What follows belongs to an exercise in optimizing a design on an open flow for small area; a production flow would make more cautious choices. The RTL was checked by simulation tests, not by an equivalence proof against the original design. Power figures rest on the tool's default switching activity, not on a simulated workload.

**config.mk**
```make
export PLATFORM = sky130hd
export DESIGN_NAME = imgproc_top
export DESIGN_NICKNAME = imgproc_top
export VERILOG_FILES = /design/flow/design.v
export SDC_FILE = /design/flow/constraint.sdc
export NUM_CORES = 4
export LEC_CHECK = 0
export CAP_MARGIN = 5
export CORE_MARGIN = 2
export CORE_UTILIZATION = 70
export SLEW_MARGIN = 5
export BUFFER_PORTS_ARGS = -buffer_cell sky130_fd_sc_hd__buf_1
export REMOVE_ABC_BUFFERS = 1
export CTS_ARGS = -sink_clustering_enable -repair_clock_nets -dont_use_dummy_load -buf_list {sky130_fd_sc_hd__clkbuf_8} -sink_clustering_size 16 -sink_clustering_max_diameter 50
```
**constraint.sdc**
```tcl
create_clock -name core_clock -period 5.0 [get_ports {clk}]
set_input_delay 1.0000 -clock core_clock [delete_from_list [all_inputs] [get_ports {clk}]]
set_output_delay 1.0000 -clock core_clock [all_outputs]
set_load 0.01 [all_outputs]
```
**design.v**
```verilog
`default_nettype none
package video_pkg;
	localparam logic [1:0] NONE  = 2'd0;
	localparam logic [1:0] RED   = 2'd1;
	localparam logic [1:0] GREEN = 2'd2;
	localparam logic [1:0] BLUE  = 2'd3;
	localparam logic [3:0] VIDEO_PKT_TYPE = 4'h0;
	localparam logic [23:0] HIGHLIGHT_RED   = 24'hff0000;
	localparam logic [23:0] HIGHLIGHT_GREEN = 24'h00ff00;
	localparam logic [23:0] HIGHLIGHT_BLUE  = 24'h0000ff;
	function automatic logic ge10(input logic [9:0] a, input logic [9:0] b);
		ge10 = 1'b1;
		for (int i = 0; i < 10; i++) ge10 = (a[i] & ~b[i]) | (a[i] & ge10) | (~b[i] & ge10);
	endfunction
	function automatic logic [8:0] diff8(input logic [7:0] a, input logic [7:0] b);
		logic c;
		c = 1'b1;
		for (int i = 0; i < 8; i++) begin
			diff8[i] = a[i] ^ ~b[i] ^ c;
			c        = (a[i] & ~b[i]) | (a[i] & c) | (~b[i] & c);
		end
		diff8[8] = c;
	endfunction
	function automatic logic ge9c(input logic [8:0] a, input logic [8:0] k);
		ge9c = 1'b1;
		for (int i = 0; i < 9; i++) ge9c = k[i] ? (a[i] & ge9c) : (a[i] | ge9c);
	endfunction
endpackage
`default_nettype wire
`default_nettype none
package regs_pkg;
	localparam logic [7:0] ADDR_CTRL      = 8'h00;
	localparam logic [7:0] ADDR_STATUS    = 8'h04;   
	localparam logic [7:0] ADDR_ID        = 8'h08;   
	localparam logic [7:0] ADDR_COL_RED   = 8'h0C;
	localparam logic [7:0] ADDR_COL_GREEN = 8'h10;
	localparam logic [7:0] ADDR_COL_BLUE  = 8'h14;
	localparam logic [7:0] ADDR_BOX_RED   = 8'h18;   
	localparam logic [7:0] ADDR_BOX_GREEN = 8'h1C;
	localparam logic [7:0] ADDR_BOX_BLUE  = 8'h20;
	localparam logic [31:0] IP_ID = 32'h1234EEE2;
	localparam logic [23:0] BOX_COL_RED_DEF   = 24'hFF0000;
	localparam logic [23:0] BOX_COL_GREEN_DEF = 24'h00FF00;
	localparam logic [23:0] BOX_COL_BLUE_DEF  = 24'h0000FF;
endpackage
`default_nettype wire
`default_nettype none
module stream_reg (
	input  logic        clk,
	input  logic        reset_n,
	input  logic        valid_i,
	input  logic [25:0] data_i,
	output logic        ready_o,
	output logic        valid_o,
	output logic [25:0] data_o,
	input  logic        ready_i
);
	assign ready_o = ~valid_o | ready_i;
	always_ff @(posedge clk) begin
		if (!reset_n) begin
			valid_o <= 1'b0;
		end else if (ready_o) begin
			valid_o <= valid_i;
		end
	end
	always_ff @(posedge clk) begin
		if (ready_o) begin
			data_o <= data_i;
		end
	end
endmodule
`default_nettype wire
`default_nettype none
module frame_tracker #(
	parameter int IMAGE_W = 640
) (
	input  logic        clk,
	input  logic        reset_n,
	input  logic        fire_i,
	input  logic [25:0] beat_i,
	output logic [9:0]  pixel_x_o,
	output logic        is_video_o
);
	logic       sop;
	logic [9:0] x_inc;
	logic [10:0] cy;
	logic [3:0] packet_type;
	assign sop         = beat_i[1];
	assign packet_type = beat_i[5:2];
	always_ff @(posedge clk) begin
		if (!reset_n) begin
			is_video_o <= 1'b0;
		end else if (fire_i && sop) begin
			is_video_o <= (packet_type == video_pkg::VIDEO_PKT_TYPE);
		end
	end
	always_comb begin
		cy[0] = 1'b1;
		for (int i = 0; i < 10; i++) begin
			x_inc[i]  = pixel_x_o[i] ^ cy[i];
			cy[i + 1] = pixel_x_o[i] & cy[i];
		end
	end
	always_ff @(posedge clk) begin
		if (fire_i) begin
			if (sop || pixel_x_o == 10'(IMAGE_W - 1)) begin
				pixel_x_o <= '0;
			end else begin
				pixel_x_o <= x_inc;
			end
		end
	end
endmodule
`default_nettype wire
`default_nettype none
module colour_classifier #(
	parameter int RUN_LEN = 5
) (
	input  logic        clk,
	input  logic        load_i,         
	input  logic [23:0] sink_data_i,
	input  logic        fire_i,
	input  logic [25:0] beat_i,         
	output logic [1:0]  colour_o
);
	logic [7:0] r, g, b;
	logic [8:0] d_rg, d_rb, d_gb;   
	logic [1:0] raw_in, raw;   
	logic [1:0] prev;      
	logic [2:0] run;       
	logic       same;
	logic       is_red, is_green, is_blue;
	assign r = sink_data_i[23:16];
	assign g = sink_data_i[15:8];
	assign b = sink_data_i[7:0];
	assign d_rg = video_pkg::diff8(r, g);
	assign d_rb = video_pkg::diff8(r, b);
	assign d_gb = video_pkg::diff8(g, b);
	assign is_red   = video_pkg::ge9c(d_rg, 9'd287) & video_pkg::ge9c(d_rb, 9'd287);
	assign is_green = video_pkg::ge9c(d_gb, 9'd267) & ~video_pkg::ge9c(d_rg, 9'd226);
	assign is_blue  = ~video_pkg::ge9c(d_gb, 9'd276) & ~d_rb[8];
	always_comb begin
		if (is_red) begin
			raw_in = video_pkg::RED;
		end else if (is_green) begin
			raw_in = video_pkg::GREEN;
		end else if (is_blue) begin
			raw_in = video_pkg::BLUE;
		end else begin
			raw_in = video_pkg::NONE;
		end
	end
	always_ff @(posedge clk) begin
		if (load_i) raw <= raw_in;
	end
	assign same     = (prev == raw);
	assign colour_o = (same && run[2]) ? raw : video_pkg::NONE;
	always_ff @(posedge clk) begin
		if (fire_i) begin
			if (beat_i[1]) begin
				prev <= video_pkg::NONE;   
			end else begin
				prev <= raw;
			end
			if (!same) begin
				run <= '0;
			end else if (!run[2]) begin
				run <= run + 3'd1;
			end
		end
	end
endmodule
`default_nettype wire
`default_nettype none
module box_tracker #(
	parameter int IMAGE_W = 640
) (
	input  logic        clk,
	input  logic        reset_n,
	input  logic        fire_i,
	input  logic [25:0] beat_i,
	input  logic [9:0]  pixel_x_i,
	input  logic        is_video_i,
	input  logic [1:0]  colour_i,
	output logic [62:0] boxes_o,        
	output logic        frame_done_o
);
	localparam logic [9:0] X_LAST = 10'(IMAGE_W - 1);
	logic [29:0] run_min, run_max;
	logic [29:0] min_nxt, max_nxt;
	logic [2:0]  run_hit, hit_nxt, match;
	logic        sop, eop;
	assign sop = beat_i[1];
	assign eop = beat_i[0];
	logic        clr;
	logic [2:0]  lower, higher;   
	assign clr = sop || (eop && is_video_i);
	always_comb begin
		for (int c = 1; c <= 3; c++) begin
			match[c-1]              = !sop && (colour_i == 2'(c));
			lower[c-1]              = match[c-1] && !video_pkg::ge10(pixel_x_i, run_min[(c-1)*10 +: 10]);
			higher[c-1]             = match[c-1] && !video_pkg::ge10(run_max[(c-1)*10 +: 10], pixel_x_i);
			min_nxt[(c-1)*10 +: 10] = lower[c-1] ? pixel_x_i : run_min[(c-1)*10 +: 10];
			max_nxt[(c-1)*10 +: 10] = higher[c-1] ? pixel_x_i : run_max[(c-1)*10 +: 10];
			hit_nxt[c-1]            = run_hit[c-1] | match[c-1];
		end
	end
	always_ff @(posedge clk) begin
		for (int c = 1; c <= 3; c++) begin
			if (fire_i && (clr || lower[c-1]))  run_min[(c-1)*10 +: 10] <= clr ? X_LAST : pixel_x_i;
			if (fire_i && (clr || higher[c-1])) run_max[(c-1)*10 +: 10] <= clr ? 10'd0 : pixel_x_i;
			if (fire_i && (clr || match[c-1]))  run_hit[c-1] <= !clr;
		end
	end
	always_ff @(posedge clk) begin
		if (!reset_n) begin
			boxes_o      <= '0;
			frame_done_o <= 1'b0;
		end else begin
			frame_done_o <= 1'b0;
			if (fire_i && !sop && eop && is_video_i) begin   
				frame_done_o <= 1'b1;
				for (int c = 1; c <= 3; c++) begin
					boxes_o[(c-1)*21 +: 21] <= {hit_nxt[c-1], min_nxt[(c-1)*10 +: 10], max_nxt[(c-1)*10 +: 10]};
				end
			end
		end
	end
endmodule
`default_nettype wire
`default_nettype none
module overlay_mixer (
	input  logic [25:0] beat_i,
	input  logic [9:0]  pixel_x_i,
	input  logic        is_video_i,
	input  logic [1:0]  colour_i,
	input  logic [62:0] boxes_i,        
	input  logic        overlay_en_i,
	input  logic [71:0] box_col_i,      
	output logic [25:0] beat_o
);
	logic [23:0] pix;
	logic [23:0] new_pix;
	logic [7:0]  grey;
	logic [20:0] bx;
	assign pix  = beat_i[25:2];
	logic [6:0] cs_s, cs_c;
	logic       cy;
	always_comb begin
		for (int i = 0; i < 7; i++) begin
			cs_s[i] = (i < 6 ? pix[18 + i] : 1'b0) ^ (i < 6 ? pix[2 + i] : 1'b0) ^ pix[9 + i];
			cs_c[i] = ((i < 6 ? pix[18 + i] : 1'b0) & (i < 6 ? pix[2 + i] : 1'b0))
			        | ((i < 6 ? pix[18 + i] : 1'b0) & pix[9 + i])
			        | ((i < 6 ? pix[2 + i] : 1'b0) & pix[9 + i]);
		end
		grey[0] = cs_s[0];
		cy = 1'b0;
		for (int i = 1; i < 7; i++) begin
			grey[i] = cs_s[i] ^ cs_c[i-1] ^ cy;
			cy      = (cs_s[i] & cs_c[i-1]) | (cs_s[i] & cy) | (cs_c[i-1] & cy);
		end
		grey[7] = cs_c[6] ^ cy;
	end
	logic [2:0]  on_box;    
	logic [2:0]  sel;       
	logic [23:0] col, hl;
	always_comb begin
		for (int c = 0; c < 3; c++) begin
			bx        = boxes_i[c*21 +: 21];
			on_box[c] = bx[20] && (bx[19:10] == pixel_x_i || bx[9:0] == pixel_x_i);
		end
		sel[0] = on_box[0];
		sel[1] = on_box[1] && !on_box[0];
		sel[2] = on_box[2] && !on_box[1] && !on_box[0];
		col = ({24{sel[0]}} & box_col_i[23:0]) | ({24{sel[1]}} & box_col_i[47:24]) | ({24{sel[2]}} & box_col_i[71:48]);
		hl  = {{8{colour_i == video_pkg::RED}}, {8{colour_i == video_pkg::GREEN}}, {8{colour_i == video_pkg::BLUE}}};
		if (|on_box)                         new_pix = col;     
		else if (colour_i != video_pkg::NONE) new_pix = hl;      
		else                                 new_pix = {grey, grey, grey};
		beat_o = beat_i;
		if (overlay_en_i && !beat_i[1] && is_video_i) beat_o[25:2] = new_pix;   
	end
endmodule
`default_nettype wire
`default_nettype none
module apb_regs (
	input  logic        clk,
	input  logic        reset_n,
	input  logic        psel_i,
	input  logic        penable_i,
	input  logic        pwrite_i,
	input  logic [7:0]  paddr_i,
	input  logic [31:0] pwdata_i,
	output logic [31:0] prdata_o,
	output logic        pready_o,
	output logic        pslverr_o,
	input  logic [62:0] boxes_i,        
	input  logic        frame_done_i,
	output logic        overlay_en_o,
	output logic [71:0] box_col_o       
);
	logic        access, known, read_only, slverr, wr_ok;
	logic [31:0] rdata;
	logic [15:0] frame_cnt, cnt_inc;
	logic [16:0] cy;
	function automatic logic [31:0] box_word(input logic [20:0] bx);
		box_word = {bx[20], 5'b0, bx[19:10], 6'b0, bx[9:0]};
	endfunction
	assign access = psel_i & penable_i;
	always_comb begin
		cy[0] = 1'b1;
		for (int i = 0; i < 16; i++) begin
			cnt_inc[i] = frame_cnt[i] ^ cy[i];
			cy[i + 1]  = frame_cnt[i] & cy[i];
		end
	end
	always_comb begin
		rdata     = '0;
		known     = 1'b1;
		read_only = 1'b0;
		case (paddr_i)
			regs_pkg::ADDR_CTRL:      rdata = {31'b0, overlay_en_o};
			regs_pkg::ADDR_STATUS:    begin rdata = {16'b0, frame_cnt}; read_only = 1'b1; end
			regs_pkg::ADDR_ID:        begin rdata = regs_pkg::IP_ID; read_only = 1'b1; end
			regs_pkg::ADDR_COL_RED:   rdata = {8'b0, box_col_o[23:0]};
			regs_pkg::ADDR_COL_GREEN: rdata = {8'b0, box_col_o[47:24]};
			regs_pkg::ADDR_COL_BLUE:  rdata = {8'b0, box_col_o[71:48]};
			regs_pkg::ADDR_BOX_RED:   begin rdata = box_word(boxes_i[20:0]); read_only = 1'b1; end
			regs_pkg::ADDR_BOX_GREEN: begin rdata = box_word(boxes_i[41:21]); read_only = 1'b1; end
			regs_pkg::ADDR_BOX_BLUE:  begin rdata = box_word(boxes_i[62:42]); read_only = 1'b1; end
			default:                  known = 1'b0;
		endcase
	end
	assign slverr    = access & (~known | (pwrite_i & read_only));
	assign wr_ok     = access & pwrite_i & ~slverr;
	assign prdata_o  = rdata;
	assign pready_o  = 1'b1;   
	assign pslverr_o = slverr;
	always_ff @(posedge clk) begin
		if (!reset_n) begin
			overlay_en_o      <= 1'b0;
			box_col_o[23:0]   <= regs_pkg::BOX_COL_RED_DEF;
			box_col_o[47:24]  <= regs_pkg::BOX_COL_GREEN_DEF;
			box_col_o[71:48]  <= regs_pkg::BOX_COL_BLUE_DEF;
			frame_cnt         <= '0;
		end else begin
			if (frame_done_i) frame_cnt <= cnt_inc;
			if (wr_ok) begin
				case (paddr_i)
					regs_pkg::ADDR_CTRL:      overlay_en_o     <= pwdata_i[0];
					regs_pkg::ADDR_COL_RED:   box_col_o[23:0]  <= pwdata_i[23:0];
					regs_pkg::ADDR_COL_GREEN: box_col_o[47:24] <= pwdata_i[23:0];
					regs_pkg::ADDR_COL_BLUE:  box_col_o[71:48] <= pwdata_i[23:0];
					default:                  ;   
				endcase
			end
		end
	end
endmodule
`default_nettype wire
`default_nettype none
module imgproc_top
#(
	parameter int IMAGE_W = 640,
	parameter int RUN_LEN = 5
) (
	input  logic         clk,
	input  logic         reset_n,
	input  logic [23:0]  sink_data_i,
	input  logic         sink_sop_i,
	input  logic         sink_eop_i,
	input  logic         sink_valid_i,
	output logic         sink_ready_o,
	output logic [23:0]  source_data_o,
	output logic         source_sop_o,
	output logic         source_eop_o,
	output logic         source_valid_o,
	input  logic         source_ready_i,
	input  logic         apb_psel_i,
	input  logic         apb_penable_i,
	input  logic         apb_pwrite_i,
	input  logic [7:0]   apb_paddr_i,
	input  logic [31:0]  apb_pwdata_i,
	output logic [31:0]  apb_prdata_o,
	output logic         apb_pready_o,
	output logic         apb_pslverr_o
);
	logic [25:0] sink_beat_i, source_beat_o;   
	logic [25:0] in_beat, mix_beat;
	logic        in_valid, out_ready, fire;
	logic [9:0]  pixel_x;
	logic        is_video, frame_done, overlay_en;
	logic [1:0]  colour;
	logic [62:0] boxes;     
	logic [71:0] box_col;   
	assign sink_beat_i   = {sink_data_i, sink_sop_i, sink_eop_i};
	assign source_data_o = source_beat_o[25:2];
	assign source_sop_o  = source_beat_o[1];
	assign source_eop_o  = source_beat_o[0];
	assign fire = in_valid & out_ready;   
	stream_reg in_stage (
		.clk, .reset_n,
		.valid_i(sink_valid_i), .data_i(sink_beat_i), .ready_o(sink_ready_o),
		.valid_o(in_valid), .data_o(in_beat), .ready_i(out_ready)
	);
	frame_tracker #(.IMAGE_W(IMAGE_W)) i_frame_tracker (
		.clk, .reset_n, .fire_i(fire), .beat_i(in_beat),
		.pixel_x_o(pixel_x), .is_video_o(is_video)
	);
	colour_classifier #(.RUN_LEN(RUN_LEN)) i_colour_classifier (
		.clk, .load_i(sink_ready_o), .sink_data_i, .fire_i(fire), .beat_i(in_beat),
		.colour_o(colour)
	);
	box_tracker #(.IMAGE_W(IMAGE_W)) i_box_tracker (
		.clk, .reset_n, .fire_i(fire), .beat_i(in_beat),
		.pixel_x_i(pixel_x), .is_video_i(is_video), .colour_i(colour),
		.boxes_o(boxes), .frame_done_o(frame_done)
	);
	overlay_mixer i_overlay_mixer (
		.beat_i(in_beat), .pixel_x_i(pixel_x), .is_video_i(is_video),
		.colour_i(colour), .boxes_i(boxes), .overlay_en_i(overlay_en),
		.box_col_i(box_col), .beat_o(mix_beat)
	);
	stream_reg out_stage (
		.clk, .reset_n,
		.valid_i(in_valid), .data_i(mix_beat), .ready_o(out_ready),
		.valid_o(source_valid_o), .data_o(source_beat_o), .ready_i(source_ready_i)
	);
	apb_regs i_apb_regs (
		.clk, .reset_n,
		.psel_i(apb_psel_i), .penable_i(apb_penable_i), .pwrite_i(apb_pwrite_i),
		.paddr_i(apb_paddr_i), .pwdata_i(apb_pwdata_i),
		.prdata_o(apb_prdata_o), .pready_o(apb_pready_o), .pslverr_o(apb_pslverr_o),
		.boxes_i(boxes), .frame_done_i(frame_done),
		.overlay_en_o(overlay_en), .box_col_o(box_col)
	);
endmodule
`default_nettype wire
```
**flow/run.sh**
```bash
#!/bin/bash
# Own flow: the standard ORFS flow (standard.sh), with
#  - synthesis using an area-oriented ABC script (flow/abc_area.script) in
#    place of ORFS's speed script; everything else in synthesis unchanged,
#  - a few extra layout settings (flow/extra.mk) appended to config.mk.
# Each step's output goes to a log file of its own in this folder.
set -euo pipefail
cat flow/extra.mk >> config.mk
rm -rf scripts_area
cp -r "$FLOW_HOME/scripts" scripts_area
cp flow/abc_area.script scripts_area/abc_speed.script
SCRIPTS_DIR=$PWD/scripts_area bash standard.sh synth > synth_run.log 2>&1
bash standard.sh > layout_run.log 2>&1
```
**flow/abc_area.script**
```
strash
balance
rewrite
refactor
balance
rewrite
rewrite -z
balance
refactor -z
rewrite -z
balance
balance
rewrite
refactor
balance
rewrite
rewrite -z
balance
refactor -z
rewrite -z
balance
dch -f
amap
&get -n
&st
&dch -f
&nf -R 1000 -p
&st
&syn2
&dch -f
&nf -R 1000 -p
&put
topo
dnsize -c
```
**flow/extra.mk**
```make
export BUFFER_PORTS_ARGS = -buffer_cell sky130_fd_sc_hd__buf_1
export REMOVE_ABC_BUFFERS = 1
export CTS_ARGS = -sink_clustering_enable -repair_clock_nets -dont_use_dummy_load -buf_list {sky130_fd_sc_hd__clkbuf_8} -sink_clustering_size 16 -sink_clustering_max_diameter 50
```
**standard.sh**
```bash
#!/bin/bash
# synth_recipe.tcl (not shown) runs the flow's synth.tcl, then flattens the netlist and writes it again
# the make line also repeats each setting of config.mk as NAME=value (left out here)
make -C /OpenROAD-flow-scripts/flow DESIGN_CONFIG=/design/flow/config.mk WORK_HOME=/design/flow/orfs CLKGATE_MAP_FILE= SYNTH_SCRIPT=/design/flow/synth_recipe.tcl "${@:-finish}"
```
==> results.ini, run 1 <==
[grt]
grt_pass1_wl_mm=65.2
grt_pass1_vias=11900
overflow=0
grt_max_degree=128
grt_use_total_pct=39.0
antenna_found_initial=2

[die]
die_area_um2=21200
ios=135
die_h_um=146
row_count=51
dieWidth_um=146
initial_core_util_pct=71.6
core_area_um2=19600

[logic_synthesis]
synthFlopType=dfxtp_1
synth-seq-cells=288
synth_edf_count=132
post-synth-top-area-cell=edfxtp_1
synthArstFlopShare_pct=0
synth_common_cells=169 x o21ai_0, 159 x nor2_1, 156 x dfxtp_1
syn-cell-area_um2=14000
yosysSeqAreaShare_pct=50.5
ys_warn_count=6
syn_avg_cell_area_um2=10.1
synth_area_leaders=edfxtp_1 28%, dfxtp_1 22%, o21ai_0 6.0%, fa_1 4.6%, nor2_1 4.3%
yosys.cell_types.count=48
synth_cells=1392
yosysMostFrequentCell=o21ai_0
synth_top_area_share_pct=28.3

[timing]
finalClockSkew_ns=0.0692
fin_ws_ns=0.298
finalCritPeriodShare_pct=94.0
worstMarginPinSlew_ns=1.11
fmax_mhz=213
layout_min_cycle_time_ns=4.70
hold_violations=0
final_max_slew_viol_count=0
rsz0062_at_grt=false
slew_headroom_pct=26.2
holdWs_ns=0.482
final-setup-viol-count=0

[setup_path]
cp_max_fo=12
crit_path_frequent_cell=maj3_1
slowest_delay_ns=0.39
crit_chain=clkinv_1, buf_4, maj3_1, maj3_1, maj3_1, maj3_1, maj3_1, maj3_1, maj3_1, maj3_1, a21oi_1, o21ai_0, a21oi_1, buf_4
critPathKind=flip-flop to flip-flop
arrival_ns=4.97
crit_path_end_kind=flip-flop
cp.required_ns=5.27
cpMaxStageDelayCell=maj3_1
startpoint_type=flip-flop

[layout]
syn2layout_area_growth_pct=11.8
fin_nets=1732
drive_above_1_share_pct=5.88
fin_cells=1866

[detailed_routing]
routed_wl_mm=41.8
viasPerCell=6.67
vias=12400
drt_iter0_drc=1581
ant_nets=0
remaining_drc_errors=0
firstDrtPassIters=8
wl_per_cell_um=22.4

[place]
hpwlAfterDp_mm=29.0
place_congestion=0.951
port_buffers=121
dpl.cell_count=1833
dp_slack_ns=-0.152

[power]
total_leakage_power_nw=6.13
total_power_mw=4.39
ir_drop_mv=0.242
p_per_area_nw_per_um2=280

[clocking]
cts_resized=0
cts-hold-fix-buffers=0
numCtsBuffers=30
htreeDepth=1
path_clk_slew_ns=0.07
cts_root_buf=clkbuf_8
cts_tree=done
clock_sinks=288
cts_setup_buffers=0
cts_buffer_depth=3
clk_latency_ns=0.62

[outcome]
status=no timing/DRC/antenna violations

[job]
cap_violations=0

[hold_path]
min_path_type=flip-flop to flip-flop

==> worst max-delay path: cells and delay by family (launching register included) <==
family                   cells  cell delay [ns]
buffers and inverters        3             0.52
AO/OA/AOI/OAI                3             0.55
flip-flops                   1             0.35
adder cells (fa/ha/maj)      8             2.97
==> through the flow <==
step | util (%) | setup TNS (ns) | area, µm²
finish | 80.0 | 0 | 15700
global route | 80.0 | 0 | 15700
CTS | 79.9 | 0 | 15700
detailed placement | 77.8 | -0.172 | 15200
global placement | 77.8 | -0.0672 | 15200
floorplan | - | -193.43 | 14000
==> path summary, 6_finish.rpt <==
check | start | endpoint | slack, ns | depth (start not counted)
worst max-delay path | i_frame_tracker.pixel_x_o[1]$_SDFFCE_PP0P_ | i_box_tracker.run_max[25]$_DFFE_PP_ | 0.30 | 14
worst min-delay path | i_apb_regs.box_col_o[35]$_SDFFE_PN1P_ | i_apb_regs.box_col_o[35]$_SDFFE_PN1P_ | 0.48 | 2
worst max register to register | i_frame_tracker.pixel_x_o[1]$_SDFFCE_PP0P_ | i_box_tracker.run_max[25]$_DFFE_PP_ | 0.30 | 14
worst min register to register | i_apb_regs.box_col_o[35]$_SDFFE_PN1P_ | i_apb_regs.box_col_o[35]$_SDFFE_PN1P_ | 0.48 | 2
==> per-layer routing <==
layer	track usage, %	up-vias	part of all wire [%]
met5	0	-	0
met4	23.4	0	6.7
met3	6.02	192	11
met2	60.5	818	45
met1	52.4	5818	37
li1	-	5613	-
==> flip-flops by register name, indices dropped and copies added, names as in the netlist <==
signal and cells:
i_apb_regs.box_col_o 72, i_apb_regs.frame_cnt 16, i_apb_regs.overlay_en_o 1, i_box_tracker.boxes_o 63
i_box_tracker.frame_done_o 1, i_box_tracker.run_hit 3, i_box_tracker.run_max 30, i_box_tracker.run_min 30
i_colour_classifier.prev 2, i_colour_classifier.raw 2, i_colour_classifier.run 3, i_frame_tracker.is_video_o 1
i_frame_tracker.pixel_x_o 10, in_stage.data_o 26, in_stage.valid_o 1, out_stage.data_o 26
out_stage.valid_o 1
==> cells in the final DEF (no fill, tap or decap), types with 4 or more instances in the layout <==
master / netlist / layout
clkbuf_8: 0 / 30
ha_1: 27 / 27
o2bb2ai_1: 6 / 6
o211ai_1: 7 / 7
nor2b_1: 7 / 7
a22oi_1: 4 / 4
nand2_1: 150 / 150
conb_1: 2 / 5
mux2i_1: 54 / 54
maj3_1: 44 / 44
and2_0: 24 / 24
a221oi_1: 16 / 16
buf_1: 0 / 120
xor2_1: 23 / 23
a22o_1: 18 / 18
and3_1: 5 / 5
dfxtp_1: 156 / 156
o21ai_0: 169 / 167
o22ai_1: 39 / 39
edfxtp_1: 132 / 132
nor2_1: 159 / 157
a222oi_1: 38 / 38
a21oi_1: 107 / 106
fa_1: 32 / 32
nand3_1: 49 / 49
xnor2_1: 6 / 6
nor3_1: 9 / 6
buf_4: 5 / 56
a221o_1: 4 / 4
nor4_1: 11 / 11
clkinv_1: 58 / 58
==> logic make-up after synthesis <==
family / after synthesis / synth area share, %
simple gates: 428 / 13.1
compound gates: 425 / 18.7
flops: 288 / 50.5
fa+ha+maj: 103 / 10.1
buf+inv: 63 / 1.82
mux: 54 / 3.86
xor+xnor: 29 / 1.81
other cells: 2 / 0.0536
==> report_power, final <==
group          internal [mW]  switching [mW]  total (mW)
Clock                  0.529           0.766        1.29
Combinational          0.190           0.323       0.513
Sequential              2.53          0.0451        2.58
Total                   3.25            1.13        4.39
==> area by class of cell <==
class                           instances  area, µm²
Fill cell                            1343       3920
Multi-Input combinational cell       1044       6710
Clock buffer                           30        413
Inverter                               58        218
Tap cell                              265        332
Sequential cell                       288       7090
Antenna cell                            3       7.51
Timing Repair Buffer                  178        898
==> run 2, diff against run 1 <==
--- a/config.mk
+++ b/config.mk
@@ -8,6 +8,7 @@
 export CAP_MARGIN = 5
 export CORE_MARGIN = 2
 export CORE_UTILIZATION = 70
+export GPL_TIMING_DRIVEN = 0
 export SLEW_MARGIN = 5
 export BUFFER_PORTS_ARGS = -buffer_cell sky130_fd_sc_hd__buf_1
 export REMOVE_ABC_BUFFERS = 1
==> results.ini, run 2 <==
[clocking]
cts_buffer_depth=3  ; unchanged
cts-hold-fix-buffers=0  ; unchanged
clock_sinks=288  ; unchanged
numCtsBuffers=30  ; unchanged
htreeDepth=1  ; unchanged
path_clk_slew_ns=0.10  ; +0.03 ns
clk_latency_ns=0.61  ; about the same
cts_tree=done
cts_root_buf=clkbuf_8

[grt]
antenna_found_initial=1  ; -1
grt_use_total_pct=38.4  ; -0.58 points
grt_pass1_vias=11800  ; -0.63%
grt_max_degree=55  ; -57%
overflow=0  ; unchanged
grt_pass1_wl_mm=64.2  ; -1.6%

[power]
total_leakage_power_nw=6.07  ; -0.98%
p_per_area_nw_per_um2=279  ; -0.35%
total_power_mw=4.38  ; -0.26%
ir_drop_mv=0.314  ; +30%

[timing]
finalClockSkew_ns=0.0502  ; -0.0190 ns
finalCritPeriodShare_pct=97.7  ; +3.7 points
fin_ws_ns=0.113  ; -0.184 ns
worstMarginPinSlew_ns=1.22  ; +0.116 ns
slew_headroom_pct=18.3  ; -7.9 points
final-setup-viol-count=0  ; unchanged
layout_min_cycle_time_ns=4.89  ; +0.184 ns
fmax_mhz=205  ; -3.8%
hold_violations=0  ; unchanged
final_max_slew_viol_count=0  ; unchanged

[place]
hpwlAfterDp_mm=28.6  ; -1.2%
dp_slack_ns=-1.40  ; -1.24 ns
dpl_cell_area_um2=15100  ; -1.1%
port_buffers=121  ; unchanged
place_congestion=0.936  ; -1.6%

[hold_path]
min_path_type=flip-flop to flip-flop
hold_depth=2  ; unchanged
min_from=i_apb_regs.box_col_o[38]$_SDFFE_PN1P_
worstHoldEndpoint=i_apb_regs.box_col_o[38]$_SDFFE_PN1P_

[logic_synthesis]
synth_top_area_share_pct=28.3  ; unchanged
yosysMostFrequentCell=o21ai_0
yosysSeqAreaShare_pct=50.5  ; unchanged
synth_area_leaders=edfxtp_1 28%, dfxtp_1 22%, o21ai_0 6.0%, fa_1 4.6%, nor2_1 4.3%
synth_common_cells=169 x o21ai_0, 159 x nor2_1, 156 x dfxtp_1
post-synth-top-area-cell=edfxtp_1
synth_edf_count=132  ; unchanged
syn_avg_cell_area_um2=10.1  ; unchanged
synthFlopType=dfxtp_1
syn-cell-area_um2=14000  ; unchanged
ys_warn_count=6  ; unchanged
synth_cells=1392  ; unchanged
synth-seq-cells=288  ; unchanged
synthArstFlopShare_pct=0  ; unchanged
yosys.cell_types.count=48  ; unchanged

[die]
row_count=51  ; unchanged
ios=135  ; unchanged
die_area_um2=21200  ; unchanged
dieWidth_um=146  ; unchanged
die_h_um=146  ; unchanged
core_area_um2=19600  ; unchanged
initial_core_util_pct=71.6  ; unchanged

[setup_path]
path_buf_inv=1  ; -2
arrival_ns=5.16  ; +0.19 ns
crit_path_frequent_cell=maj3_1
cpMaxStageDelayCell=edfxtp_1
critPathKind=flip-flop to flip-flop
rrSetupSlack_ns=0.11  ; -0.18 ns
cp_max_fo=10  ; -2
cp.required_ns=5.28  ; about the same
r2r-end=i_box_tracker.run_min[7]$_DFFE_PP_
reg2reg_depth=13  ; -1
crit_path_end_kind=flip-flop
crit_family=adder cells
startpoint_type=flip-flop
timing.rr.start=i_frame_tracker.pixel_x_o[0]$_SDFFCE_PP0P_
slowest_delay_ns=0.48  ; +0.09 ns
crit_chain=buf_4, nor2b_1, maj3_1, maj3_1, maj3_1, maj3_1, maj3_1, maj3_1, maj3_1, maj3_1, maj3_1, nand2_4, a21oi_2

[layout]
layout_commonest_cell=o21ai_0
syn2layout_area_growth_pct=11.9  ; about the same
fin_nets=1707  ; -1.4%
layout_common_cells=166 x o21ai_0, 156 x dfxtp_1, 154 x nor2_1, 147 x nand2_1, 132 x edfxtp_1
fillCellCount=1372  ; +2.2%
reg_top3=i_apb_regs.box_col_o (72), i_box_tracker.boxes_o (63)
largest_reg_flops=72  ; unchanged
top_register=i_apb_regs.box_col_o
drive_above_1_share_pct=5.53  ; -0.35 points
multi_input_area_um2=6800  ; +1.3%
seqCellArea_um2=7090  ; unchanged
fin_area_um2=15700  ; about the same

[detailed_routing]
drt_iter0_drc=1703  ; +7.7%
ant_nets=0  ; unchanged
routed_wl_mm=41.7  ; -0.29%
firstDrtPassIters=14  ; +6
wl_per_cell_um=22.7  ; +1.2%
vias=12500  ; +0.29%
viasPerCell=6.78  ; +1.8%
remaining_drc_errors=0  ; unchanged

[job]
cap_violations=0  ; unchanged

[outcome]
status=no timing/DRC/antenna violations

run 2: cell counts after synthesis:
Identical to the previous run, type by type.
run 2: timing repair:
action | 4_1_cts | 5_1_grt
buffers inserted | 6 | 2
gates resized for setup | 13 | 8
pin swaps | 0 | 1
endpoints found under the setup margin | 137 | 46
run 2: stage by stage:
stage,instances,hold WS (ns),setup TNS (ns),util (%)
CTS,1835,0.485,0,79.7
global placement,1776,0.468,-540.48,75.4
global route,1839,0.508,-0.00528,80.1
floorplan,1390,0.451,-193.43,-
detailed placement,1799,0.476,-83.93,77.0
finish,1839,0.484,0,80.1
run 2: report_power, final:
part           total [mW]  internal (mW)  switching [mW]
Sequential           2.60           2.53          0.0608
Clock                1.29          0.529           0.758
Combinational       0.493          0.186           0.307
Total                4.38           3.25            1.13
run 2: worst max-delay path by stage:
stage | startpoint | end | slack [ns] | depth (start not counted)
final | i_frame_tracker.pixel_x_o[0]$_SDFFCE_PP0P_ | i_box_tracker.run_min[7]$_DFFE_PP_ | 0.11 | 13
after detailed placement | i_frame_tracker.pixel_x_o[1]$_SDFFCE_PP0P_ | i_box_tracker.run_max[1]$_DFFE_PP_ | -1.40 | 13
after global routing | i_frame_tracker.pixel_x_o[0]$_SDFFCE_PP0P_ | i_box_tracker.run_max[22]$_DFFE_PP_ | -0.005 | 13
after CTS | i_frame_tracker.pixel_x_o[9]$_SDFFCE_PP0P_ | out_stage.data_o[2]$_DFFE_PN_ | 0.04 | 10
after global placement | source_ready_i | i_box_tracker.boxes_o[47]$_SDFFE_PN0P_ | -5.50 | 7
after floorplan | source_ready_i | i_box_tracker.boxes_o[0]$_SDFFE_PN0P_ | -2.82 | 6
run 2: kinds of logic after synthesis:
group	after synthesis	share of synthesized area, %
flops	288	50.5
mux	54	3.86
xor+xnor	29	1.81
compound gates	425	18.7
fa+ha+maj	103	10.1
other cells	2	0.0536
simple gates	428	13.1
buf+inv	63	1.82
run 2: worst register-to-register path, stage by stage (launching register included):
cell and delay, ns:
edfxtp_1 0.48, buf_4 0.24, nor2b_1 0.07, maj3_1 0.36
maj3_1 0.36, maj3_1 0.38, maj3_1 0.36, maj3_1 0.36
maj3_1 0.36, maj3_1 0.38, maj3_1 0.38, maj3_1 0.40
nand2_4 0.19, a21oi_2 0.21
run 2: per-layer routing:
metal | part of all wire (%) | up-vias | global-route usage, %
li1 | - | 5557 | -
met1 | 38 | 5877 | 51.3
met2 | 46 | 873 | 61.0
met3 | 11 | 170 | 7.18
met4 | 5.5 | 0 | 19.0
met5 | 0 | - | 0
run 2: cell type report:
class	instances	share of cell area (%)
antenna	1	0.0160
clock buffer	30	2.63
inverter	58	1.46
multi-input combinational	1044	43.4
sequential	288	45.2
tap	265	2.11
timing repair buffer	153	5.20
==> run 3, diff against run 2 <==
--- a/config.mk
+++ b/config.mk
@@ -7,8 +7,7 @@
 export LEC_CHECK = 0
 export CAP_MARGIN = 5
 export CORE_MARGIN = 2
-export CORE_UTILIZATION = 70
-export GPL_TIMING_DRIVEN = 0
+export CORE_UTILIZATION = 60
 export SLEW_MARGIN = 5
 export BUFFER_PORTS_ARGS = -buffer_cell sky130_fd_sc_hd__buf_1
 export REMOVE_ABC_BUFFERS = 1
==> results.ini, run 3 <==
[die]
core_area_um2=22800  ; +16%
dieWidth_um=157  ; +7.8%
die_area_um2=24600  ; +16%
die_h_um=157  ; +7.8%
row_count=55  ; +7.8%
ios=135  ; unchanged
initial_core_util_pct=61.6  ; -10 points

[setup_path]
critical_path.startpoint=i_box_tracker.run_min[0]$_DFFE_PP_
rrSetupSlack_ns=0.27  ; +0.15 ns
critPathKind=flip-flop to flip-flop
timing.rr.start=i_box_tracker.run_min[0]$_DFFE_PP_
arrival_ns=5.15  ; about the same
r2r-end=i_box_tracker.boxes_o[11]$_SDFFE_PN0P_
cp_max_fo=9  ; -1
startpoint_type=flip-flop
cp.required_ns=5.42  ; +0.14 ns
crit_path_end_kind=flip-flop
reg2reg_depth=14  ; +1

[hold_path]
worstHoldEndpoint=i_apb_regs.box_col_o[36]$_SDFFE_PN1P_
min_path_type=flip-flop to flip-flop
hold_depth=2  ; unchanged
min_from=i_apb_regs.box_col_o[36]$_SDFFE_PN1P_

[job]
cap_violations=0  ; unchanged

[grt]
grt_use_total_pct=34.3  ; -4.1 points
antenna_found_initial=0  ; -1
grt_max_degree=128  ; +130%
grt_pass1_wl_mm=63.8  ; -0.56%
grt_pass1_vias=11000  ; -6.6%
overflow=0  ; unchanged

[layout]
seqCellArea_um2=7090  ; unchanged
fin_area_um2=15700  ; +0.32%
layout_commonest_cell=o21ai_0
fillCellCount=1871  ; +36%
layout_common_cells=167 x o21ai_0, 157 x nor2_1, 156 x dfxtp_1, 150 x nand2_1, 132 x edfxtp_1
multi_input_area_um2=6710  ; -1.3%
drive_above_1_share_pct=6.00  ; +0.47 points
finalCoreUtilization_pct=69.1  ; -11 points
fin_cells=1914  ; +4.1%
largest_reg_flops=72  ; unchanged
reg_top3=i_apb_regs.box_col_o (72), i_box_tracker.boxes_o (63)
top_register=i_apb_regs.box_col_o
fin_nets=1734  ; +1.6%
syn2layout_area_growth_pct=12.2

[clocking]
cts_setup_buffers=0  ; -6
cts_buffer_depth=3  ; unchanged
path_clk_slew_ns=0.09  ; about the same
cts_root_buf=clkbuf_8
clk_latency_ns=0.61  ; about the same
htreeDepth=1  ; unchanged
cts-hold-fix-buffers=0  ; unchanged
cts_tree=done
cts_resized=0  ; -13
clock_sinks=288  ; unchanged
numCtsBuffers=31  ; +3.3%

[logic_synthesis]
syn-cell-area_um2=14000  ; unchanged
synth-seq-cells=288  ; unchanged
synth_edf_count=132  ; unchanged
synthFlopType=dfxtp_1
synth-simple-area-share_pct=13.1  ; unchanged
post-synth-top-area-cell=edfxtp_1
synth_area_leaders=edfxtp_1 28%, dfxtp_1 22%, o21ai_0 6.0%, fa_1 4.6%, nor2_1 4.3%
ys_warn_count=6  ; unchanged
synth_compound_area_share_pct=18.7  ; unchanged
yosys.cell_types.count=48  ; unchanged
synth_top_area_share_pct=28.3  ; unchanged
synthAdderAreaFrac_pct=10.1  ; unchanged
yosys.area_share.xor_xnor_pct=1.81  ; unchanged
syn_avg_cell_area_um2=10.1  ; unchanged
synth_top_family_by_area=compound AO/OA/AOI/OAI gates
yosysSeqAreaShare_pct=50.5  ; unchanged
synth_cells=1392  ; unchanged
yosysMostFrequentCell=o21ai_0
synth.mux.area_fraction_pct=3.86  ; unchanged
synthArstFlopShare_pct=0  ; unchanged
synth_common_cells=169 x o21ai_0, 159 x nor2_1, 156 x dfxtp_1

[timing]
final-setup-viol-count=0  ; unchanged
finalClockSkew_ns=0.0450  ; -0.00514 ns
hold_violations=0  ; unchanged
slew_headroom_pct=27.1  ; +8.8 points
holdWs_ns=0.486  ; +0.00228 ns
fmax_mhz=211  ; +3.2%
layout_min_cycle_time_ns=4.73  ; -0.153 ns
worstMarginPinSlew_ns=1.09  ; -0.130 ns
finalCritPeriodShare_pct=94.7  ; -3.1 points
final_max_slew_viol_count=0  ; unchanged
rsz0062_at_grt=false

[power]
p_per_area_nw_per_um2=280  ; +0.24%
ir_drop_mv=0.264  ; -16%
total_leakage_power_nw=6.14  ; +1.2%

[detailed_routing]
routed_wl_mm=42.6  ; +2.1%
wl_per_cell_um=22.2  ; -1.9%
firstDrtPassIters=8  ; -6
viasPerCell=6.28  ; -7.5%
ant_nets=0  ; unchanged
drt_iter0_drc=1418  ; -17%
remaining_drc_errors=0  ; unchanged
vias=12000  ; -3.7%

[place]
dpl.cell_count=1882  ; +4.6%
place_congestion=0.891  ; -4.8%
hpwlAfterDp_mm=30.0  ; +4.8%
dpl_cell_area_um2=15300  ; +1.5%
port_buffers=121  ; unchanged

[outcome]
status=no timing/DRC/antenna violations

run 3: cell counts after synthesis:
No cell type changed its count.
run 3: logic make-up (layout without fill, tap and decap cells):
logic type,after synthesis,count (layout)
AO/OA/AOI/OAI,425,425
XOR/XNOR,29,29
adder cells (fa/ha/maj),103,103
buffers and inverters,63,268
flip-flops,288,288
multiplexers,54,54
other,2,6
AND/OR/NAND/NOR,428,428
run 3: cell type report:
cell class / instances / area share, %
antenna: 1 / 0.0159
multi-input combinational: 1044 / 42.7
clock buffer: 31 / 2.71
timing repair buffer: 179 / 5.68
inverter: 58 / 1.38
sequential: 288 / 45.0
tap: 313 / 2.49
run 3: how the worst max path moves through the flow:
stage / slack (ns) / to / cells after the start
after floorplan: -2.82 / i_box_tracker.boxes_o[0]$_SDFFE_PN0P_ / 6
after global placement: -0.09 / i_colour_classifier.raw[1]$_SDFFCE_PP0P_ / 15
after detailed placement: -0.26 / i_colour_classifier.raw[1]$_SDFFCE_PP0P_ / 15
after CTS: 0.28 / i_box_tracker.boxes_o[11]$_SDFFE_PN0P_ / 14
after global routing: 0.13 / i_box_tracker.run_max[11]$_DFFE_PP_ / 16
final: 0.27 / i_box_tracker.boxes_o[11]$_SDFFE_PN0P_ / 14
run 3: report_power, final:
part	switching (mW)	internal (mW)	leakage, nW
registers	0.0467	2.53	2.55
clock network	0.770	0.546	0.223
logic	0.315	0.188	3.37
run 3: worst max-delay path, cell delays in order, from the launching register on:
cell	delay [ns]
edfxtp_1	0.40
nor2b_1	0.15
maj3_1	0.36
maj3_1	0.37
maj3_1	0.40
maj3_1	0.38
maj3_1	0.37
maj3_1	0.37
maj3_1	0.36
maj3_1	0.38
maj3_1	0.36
nand2_1	0.09
buf_4	0.21
mux2i_1	0.25
a21oi_1	0.09
run 3: through the flow:
stage / setup slack (ns) / power, mW / TNS [ns]
after floorplan: -2.82 / 2.93 / -193.43
after global placement: -0.0877 / 3.11 / -0.0877
after detailed placement: -0.258 / 3.13 / -0.417
after CTS: 0.276 / 4.39 / 0
after global routing: 0.128 / 4.56 / 0
final: 0.267 / 4.40 / 0
run 3: routing by layer:
layer | GRT usage [%] | routed length, µm | vias to the layer above
met3 | 5.26 | 3670 | 98
met5 | 0 | 0 | -
met4 | 13.5 | 1810 | 0
met1 | 47.4 | 17600 | 5676
li1 | - | - | 5609
met2 | 54.6 | 19500 | 629
==> run 4, diff against run 3 <==
==> flow/extra.mk (replaced) <==
export BUFFER_PORTS_ARGS = -buffer_cell sky130_fd_sc_hd__buf_1
export REMOVE_ABC_BUFFERS = 1
export CTS_ARGS = -sink_clustering_enable -repair_clock_nets -dont_use_dummy_load -buf_list {sky130_fd_sc_hd__clkbuf_4} -sink_clustering_size 10 -sink_clustering_max_diameter 40
--- a/config.mk
+++ b/config.mk
@@ -11,4 +11,4 @@
 export SLEW_MARGIN = 5
 export BUFFER_PORTS_ARGS = -buffer_cell sky130_fd_sc_hd__buf_1
 export REMOVE_ABC_BUFFERS = 1
-export CTS_ARGS = -sink_clustering_enable -repair_clock_nets -dont_use_dummy_load -buf_list {sky130_fd_sc_hd__clkbuf_8} -sink_clustering_size 16 -sink_clustering_max_diameter 50
+export CTS_ARGS = -sink_clustering_enable -repair_clock_nets -dont_use_dummy_load -buf_list {sky130_fd_sc_hd__clkbuf_4} -sink_clustering_size 10 -sink_clustering_max_diameter 40
==> results.ini, run 4 <==
[place]
dpl_cell_area_um2=15300  ; unchanged
port_buffers=121  ; unchanged
hpwlAfterDp_mm=30.0  ; unchanged
dpl.cell_count=1882  ; unchanged
place_congestion=0.891  ; unchanged
dp_slack_ns=-0.258  ; unchanged

[clocking]
cts_root_buf=clkbuf_4
cts-hold-fix-buffers=0  ; unchanged
cts_buffer_depth=3  ; unchanged
cts_tree=done
numCtsBuffers=42  ; +35%
cts_resized=0  ; unchanged
cts_setup_buffers=0  ; unchanged
path_clk_slew_ns=0.10  ; about the same
htreeDepth=2  ; +1
clk_latency_ns=0.68  ; +0.07 ns
clock_sinks=288  ; unchanged

[logic_synthesis]
synthArstFlopShare_pct=0  ; unchanged
synth_cells=1392  ; unchanged
yosys.area_share.xor_xnor_pct=1.81  ; unchanged
synth_compound_area_share_pct=18.7  ; unchanged
syn-cell-area_um2=14000  ; unchanged
synth_area_leaders=edfxtp_1 28%, dfxtp_1 22%, o21ai_0 6.0%, fa_1 4.6%, nor2_1 4.3%
yosys.cell_types.count=48  ; unchanged
synth_top_area_share_pct=28.3  ; unchanged
synth_edf_count=132  ; unchanged
synthFlopType=dfxtp_1
synth_common_cells=169 x o21ai_0, 159 x nor2_1, 156 x dfxtp_1
synth.mux.area_fraction_pct=3.86  ; unchanged
syn_avg_cell_area_um2=10.1  ; unchanged
synth-simple-area-share_pct=13.1  ; unchanged
synthAdderAreaFrac_pct=10.1  ; unchanged
synth_top_family_by_area=compound AO/OA/AOI/OAI gates
synth-seq-cells=288  ; unchanged
ys_warn_count=6  ; unchanged
yosysMostFrequentCell=o21ai_0
post-synth-top-area-cell=edfxtp_1
yosysSeqAreaShare_pct=50.5  ; unchanged

[detailed_routing]
wl_per_cell_um=22.1  ; -0.57%
routed_wl_mm=42.6  ; about the same
ant_nets=0  ; unchanged
drt_iter0_drc=1418  ; unchanged
firstDrtPassIters=9  ; +1
remaining_drc_errors=0  ; unchanged
viasPerCell=6.27  ; about the same
vias=12100  ; +0.50%

[timing]
fin_ws_ns=0.293  ; +0.0263 ns
final-setup-viol-count=0  ; unchanged
holdWs_ns=0.487  ; +0.000359 ns
fmax_mhz=212  ; +0.56%
worstMarginPinSlew_ns=1.09  ; +0.00200 ns
slew_headroom_pct=27.0  ; -0.13 points
setup_tns_ns=0  ; unchanged
finalClockSkew_ns=0.0547  ; +0.00971 ns
final_max_slew_viol_count=0  ; unchanged
rsz0062_at_grt=false
finalCritPeriodShare_pct=94.1  ; -0.53 points
hold_violations=0  ; unchanged
layout_min_cycle_time_ns=4.71  ; -0.0263 ns

[layout]
reg_top3=i_apb_regs.box_col_o (72), i_box_tracker.boxes_o (63)
fin_cells=1925  ; +0.57%
fin_area_um2=15600  ; -0.71%
finalCoreUtilization_pct=68.6  ; -0.49 points
layout_commonest_cell=o21ai_0
top_register=i_apb_regs.box_col_o
layout_common_cells=167 x o21ai_0, 157 x nor2_1, 156 x dfxtp_1, 150 x nand2_1, 132 x edfxtp_1
fin_nets=1745  ; +0.63%
largest_reg_flops=72  ; unchanged
fillCellCount=1899  ; +1.5%
drive_above_1_share_pct=6.64  ; +0.64 points
multi_input_area_um2=6710  ; unchanged
syn2layout_area_growth_pct=11.4
seqCellArea_um2=7090  ; unchanged

[power]
total_power_mw=4.22  ; -4.0%
p_per_area_nw_per_um2=270  ; -3.3%
total_leakage_power_nw=6.11  ; -0.48%
swShare_pct=26.5  ; +0.74 points
ir_drop_mv=0.237  ; -10%
pwr-share-clk_pct=27.0  ; -2.9 points
power_frac_seq_pct=61.1  ; +2.5 points
p_int_mw=3.11  ; -5.0%
p_sw_mw=1.12  ; -1.3%
combPwrFrac_pct=11.9  ; +0.5 points

[setup_path]
startpoint_type=flip-flop
crit_path_frequent_cell=maj3_1
cpMaxStageDelayCell=edfxtp_1
critPathKind=flip-flop to flip-flop
crit_path_end_kind=flip-flop
crit_chain=nor2b_1, maj3_1, maj3_1, maj3_1, maj3_1, maj3_1, maj3_1, maj3_1, maj3_1, maj3_1, nand2_1, buf_4, mux2i_1, a21oi_1
arrival_ns=5.23  ; +0.08 ns
cp.required_ns=5.53  ; +0.11 ns
cp_max_fo=9  ; unchanged
slowest_delay_ns=0.40  ; about the same

[die]
row_count=55  ; unchanged
die_h_um=157  ; unchanged
die_area_um2=24600  ; unchanged
ios=135  ; unchanged
initial_core_util_pct=61.6  ; unchanged
core_area_um2=22800  ; unchanged
dieWidth_um=157  ; unchanged

[job]
cap_violations=0  ; unchanged

[grt]
grt_max_degree=128  ; unchanged
grt_pass1_wl_mm=63.9  ; +0.12%
overflow=0  ; unchanged
antenna_found_initial=1  ; +1
grt_pass1_vias=11200  ; +1.7%
grt_use_total_pct=34.5  ; +0.18 points

[outcome]
status=no timing/DRC/antenna violations

[hold_path]
min_path_type=flip-flop to flip-flop

run 4: logic make-up (layout without fill, tap and decap cells):
group / after synthesis / after routing
multiplexers: 54 / 54
other: 2 / 6
buffers and inverters: 63 / 279
AO/OA/AOI/OAI: 425 / 425
AND/OR/NAND/NOR: 428 / 428
adder cells (fa/ha/maj): 103 / 103
flip-flops: 288 / 288
XOR/XNOR: 29 / 29
run 4: critical path, delay by kind of cell (launching register included):
kind	cells	cell delay (ns)
adder cells (fa/ha/maj)	9	3.35
flip-flops	1	0.40
multiplexers	1	0.26
AND/OR/NAND/NOR	2	0.24
buffers and inverters	1	0.21
AO/OA/AOI/OAI	1	0.09
run 4: path summary, 6_finish.rpt:
kind                                                       startpoint                                      to  slack, ns  depth (start not counted)
worst max-delay path               i_box_tracker.run_min[0]$_DFFE_PP_  i_box_tracker.boxes_o[10]$_SDFFE_PN0P_       0.29                         14
worst min register to register  i_apb_regs.box_col_o[17]$_SDFFE_PN1P_   i_apb_regs.box_col_o[17]$_SDFFE_PN1P_       0.49                          2
worst min-delay path            i_apb_regs.box_col_o[17]$_SDFFE_PN1P_   i_apb_regs.box_col_o[17]$_SDFFE_PN1P_       0.49                          2
worst max register to register     i_box_tracker.run_min[0]$_DFFE_PP_  i_box_tracker.boxes_o[10]$_SDFFE_PN0P_       0.29                         14
run 4: final cells by class:
| class | count | area share, % |
|---|---|---|
| Sequential cell | 288 | 45.4 |
| Multi-Input combinational cell | 1044 | 43.0 |
| Timing Repair Buffer | 179 | 5.72 |
| Tap cell | 313 | 2.51 |
| Clock buffer | 42 | 2.02 |
| Inverter | 58 | 1.39 |
| Antenna cell | 1 | 0.0160 |
run 4: routing by layer:
layer	up-vias	GRT usage (%)	routed length, µm
met1	5705	46.6	17400
met3	129	6.29	3750
met5	-	0	0
met4	0	19.7	2460
met2	603	52.4	19000
li1	5635	-	-
run 4: power groups by stage:
stage                     Clock, mW  Sequential (mW)  Combinational (mW)
after floorplan                   0             2.63               0.294
after detailed placement          0             2.63               0.497
final                          1.14             2.58               0.504
after CTS                      1.15             2.58               0.500
after global routing           1.24             2.59               0.564
after global placement            0             2.63               0.481

what the ideal ports hide:
No port has a modelled driver above. Below, the same layouts with a new extraction and two added sets of constraints.
Step 1 assumes that a clkbuf_16 drives the clock port and a buf_2 every other input.
Step 2, shift: input delay + t, output delay - t, t = (earliest + latest rising clock arrival at the registers) / 2. This alone moves slack from input paths to output paths.
Three values: ideal, step 1, step 2; two values: the first two.
run	t, ns	slack for setup (ns)	clock arrival spread, ns	worst data-port slew with drivers (ns)	cell pins on the clock port's net
run 1	0.633	0.298 / 0.298 / -0.136	0.072 / 0.072	0.08	1
run 2	0.637	0.113 / 0.113 / -0.259	0.061 / 0.062	0.08	1
run 3	0.633	0.267 / 0.267 / -0.190	0.046 / 0.045	0.08	1
run 4	0.699	0.293 / 0.293 / -0.242	0.056 / 0.055	0.07	1
Met with ideal ports but missed after step 2: setup timing in every run listed. The setup slack of run 4, which loses most, moves by 0.000 ns with the drivers and by -0.535 ns with both steps.
